What follows belongs to an exercise in optimizing a design on an open flow for small area; a production flow would make more cautious choices. Only simulation tests tie the RTL to the original design; equivalence was not proved. Power is estimated from default activity; no workload was simulated.

Setup of lane 1:
Design cfu_mac, start of the top module:
module cfu_mac #(
  parameter int unsigned XLEN    = 32,
  parameter int unsigned NUM_ACC = 4,
  parameter int unsigned MUL_BPC = 4,
  parameter int unsigned CTRL_W  = 8
) (
  input  logic              clk_i,
  input  logic              rst_ni,
  input  logic              stall_i,
  input  logic              valid_i,
  input  logic [CTRL_W-1:0] cfu_ctrl_i,
  input  logic [XLEN-1:0]   src1_i,
  input  logic [XLEN-1:0]   src2_i,
  output logic              stall_o,
  output logic [XLEN-1:0]   rslt_o
);
  logic [2:0]  op;
  logic [1:0]  idx;
  logic        is_mac, is_macu, is_rdl, is_rdh, is_clr, is_wr;
  logic        multi, last, step, clean;
  logic [5:0]  cnt_q;
  logic [1:0]  pend_q, pend_new;
  logic [3:0]  zero_q;
  logic [63:0] acc_q [4];
  logic [3:0]  sel, sel_lo, sel_top, sel_hi;
  logic [32:0] win_m, win_new;
  logic [31:0] hi_rd;
  logic        bit_b, bit_nx_q, nz, neg, top;
  logic        unused;
  assign op  = cfu_ctrl_i[2:0];
  assign idx = cfu_ctrl_i[4:3];
  assign unused = ^{cfu_ctrl_i[7:5]};
  assign is_mac  = (op == 3'd1);
  assign is_macu = (op == 3'd2);
  assign is_rdl  = (op == 3'd3);
  assign is_rdh  = (op == 3'd4);
  assign is_clr  = (op == 3'd5);
  assign is_wr   = (op == 3'd6);
  assign multi   = is_mac | is_macu | is_rdl | is_clr | is_wr;
  assign last    = (cnt_q == 6'd63);
  assign step    = valid_i && multi && !(last && stall_i);
  assign stall_o = multi && !last;
  assign clean = zero_q[idx] | is_wr;
  for (genvar k = 0; k < 4; k++) begin : g_sel
    assign sel[k]     = (idx == 2'(k));
    assign sel_lo[k]  = sel[k] && !(clean && cnt_q == 6'd0);
    assign sel_top[k] = sel[k] && !(clean && !cnt_q[5]);
  ...
Size: about 840 cells after synthesis, about 270 flip-flops, roughly 11,000 um2 of cells after synthesis.
Settings: LEC_CHECK=0, CAP_MARGIN=20, CORE_MARGIN=2, CORE_UTILIZATION=60, CTS_BUF_LIST=sky130_fd_sc_hd__clkbuf_16, CTS_CLUSTER_DIAMETER=80, CTS_CLUSTER_SIZE=25, PLACE_DENSITY=0.75, SLEW_MARGIN=20; clock period 10.0 ns.
standard.sh (not shown) runs the stock make flow with config.mk's settings and CLKGATE_MAP_FILE= SYNTH_SCRIPT=/design/flow/synth_recipe.tcl, a recipe that flattens the netlist after the stock synthesis.
==> flow/flow/run.sh <==
#!/bin/bash
# The standard layout (standard.sh), with two changes:
#  - synthesis maps the logic with an area-oriented ABC script (flow/synth.tcl)
#    and leaves adders to ABC instead of mapping them to full-adder cells;
#  - the port buffers are sky130_fd_sc_hd__buf_1 cells.
set -euo pipefail
here=$(pwd)
export MY_ABC_SCRIPT=$here/flow/abc_area.script
bash standard.sh SYNTH_SCRIPT=$here/flow/synth.tcl ADDER_MAP_FILE= \
  "BUFFER_PORTS_ARGS=-buffer_cell sky130_fd_sc_hd__buf_1" finish > $here/flow_make.log 2>&1
==> flow/flow/abc_area.script <==
&get -n
&st
&dc2
&dch -f
&nf -R 1000 -p -F 8 -A 4
&put
==> flow/flow/synth.tcl <==
proc synth {args} { yosys synth -nofsm -noshare {*}$args }
proc abc {args} {
  set i [lsearch -exact $args -script]
  if {$i >= 0 && [info exists ::env(MY_ABC_SCRIPT)]} { lset args [expr {$i+1}] $::env(MY_ABC_SCRIPT) }
  yosys abc {*}$args
}
source $::env(SCRIPTS_DIR)/synth.tcl
# left out here: clear keep_hierarchy, flatten, clean up, hide names made inside functions, write 1_2_yosys.v
Inputs modified between lane 1 and lane 2:
-- flow/config.mk --
<<< lane 1, line 9
export CORE_MARGIN = 2
export CORE_UTILIZATION = 60
export CTS_BUF_LIST = sky130_fd_sc_hd__clkbuf_16
>>> lane 2, line 9
export CORE_MARGIN = 2
export CORE_UTILIZATION = 65
export CTS_BUF_LIST = sky130_fd_sc_hd__clkbuf_16
<<< lane 1, line 13
export CTS_CLUSTER_SIZE = 25
export PLACE_DENSITY = 0.75
export SLEW_MARGIN = 20
>>> lane 2, line 13
export CTS_CLUSTER_SIZE = 25
export SLEW_MARGIN = 20
Findings:
| combinational fraction of design power | higher: lane 2 |. Looking at lane 2 and lane 1, the multi-input gate share of total cell area is a wash. Status: number of nets in the final layout parity (lane 1, lane 2). Lane 2 against lane 1: finished layout cell area higher, highest achievable clock rate lower, number of buffer and inverter instances along the worst setup path higher. For the synthesis-to-finish area growth, lane 2 came in 0.36 points higher than lane 1 did. Compared with lane 1, lane 2 shows a lower final weighted congestion of routability-driven global placement.
diff inputs: lane 2 => lane 3
-- flow/config.mk --
<<< lane 2, line 9
export CORE_MARGIN = 2
export CORE_UTILIZATION = 65
export CTS_BUF_LIST = sky130_fd_sc_hd__clkbuf_16
>>> lane 3, line 9
export CORE_MARGIN = 2
export CORE_UTILIZATION = 75
export CTS_BUF_LIST = sky130_fd_sc_hd__clkbuf_16
<<< lane 2, line 13
export CTS_CLUSTER_SIZE = 25
export SLEW_MARGIN = 20
>>> lane 3, line 13
export CTS_CLUSTER_SIZE = 25
export PLACE_DENSITY = 0.8
export SLEW_MARGIN = 20
Notes after the runs:
Relative contribution of the clock network to total power of lane 2 is on par with lane 3.
Looking at worst reg-to-reg path cell count, lane 3 sits 2 lower than lane 2 does.
Compared with lane 2, lane 3 shows wire length of the first global-routing pass that has gone up by a few percent.
Going from lane 2 to lane 3, total combinational power grows by about 1%.
Input changes introduced in lane 4 (baseline for comparison: lane 3):
-- flow/config.mk --
<<< lane 3, line 9
export CORE_MARGIN = 2
export CORE_UTILIZATION = 75
export CTS_BUF_LIST = sky130_fd_sc_hd__clkbuf_16
>>> lane 4, line 9
export CORE_MARGIN = 2
export CORE_UTILIZATION = 55
export CTS_BUF_LIST = sky130_fd_sc_hd__clkbuf_16
<<< lane 3, line 13
export CTS_CLUSTER_SIZE = 25
export PLACE_DENSITY = 0.8
export SLEW_MARGIN = 20
>>> lane 4, line 13
export CTS_CLUSTER_SIZE = 25
export SLEW_MARGIN = 20
## What came out
- The faster design of the two is lane 4; lane 3 tops out lower.
- In lane 4 relative to lane 3, total number of cells along the worst setup path had gone up by a few percent.
- Going from lane 3 to lane 4, setup slack +0.058 ns; number of filler instances in the final layout +862.
- Compared to lane 3, lane 4 has count of non-filler cells in the finished layout 87 higher.
- Worst hold slack after final layout: lane 3 vs lane 4 — no meaningful difference
- The launch point of the critical path comes out cfu_ctrl_i[4] in one run and cfu_ctrl_i[1] in the other, namely in lane 3 and lane 4 respectively.
- Total power: lane 4 below lane 3
- Lane 3 → lane 4: largest voltage drop on the vdd net fell by about 13%, total routed wirelength went down, relative slew slack grew by 0.46 points.
- Final instance area, lane 4 vs lane 3: up slightly

==> port drivers added, routing unchanged <==
Ports are ideal in the flow. The routed layouts listed here were re-timed in OpenROAD. Step 1: set_driving_cell puts a clkbuf_16 on clk_i and a buf_2 on each other input, an assumption about the parent block. Step 2, shift: input delay + t, output delay - t, t = (earliest + latest rising clock arrival at the registers) / 2. This alone moves slack from input paths to output paths. Three values: ideal, step 1, step 2; two values: the first two.
run	shift t [ns]	setup slack, ns	hold WS [ns]	worst data-port slew with drivers (ns)
lane 1	0.536	0.818 / 0.848 / 0.311	0.453 / 0.453 / 0.453	0.04
lane 2	0.530	0.611 / 0.638 / 0.108	0.437 / 0.437 / 0.437	0.05
lane 3	0.538	0.710 / 0.733 / 0.194	0.454 / 0.454 / 0.454	0.05
lane 4	0.536	0.768 / 0.789 / 0.253	0.452 / 0.452 / 0.452	0.06
After both steps every run listed still meets setup and hold. The setup slack of lane 3, which loses most, moves by +0.023 ns with the drivers and by -0.516 ns with both steps.
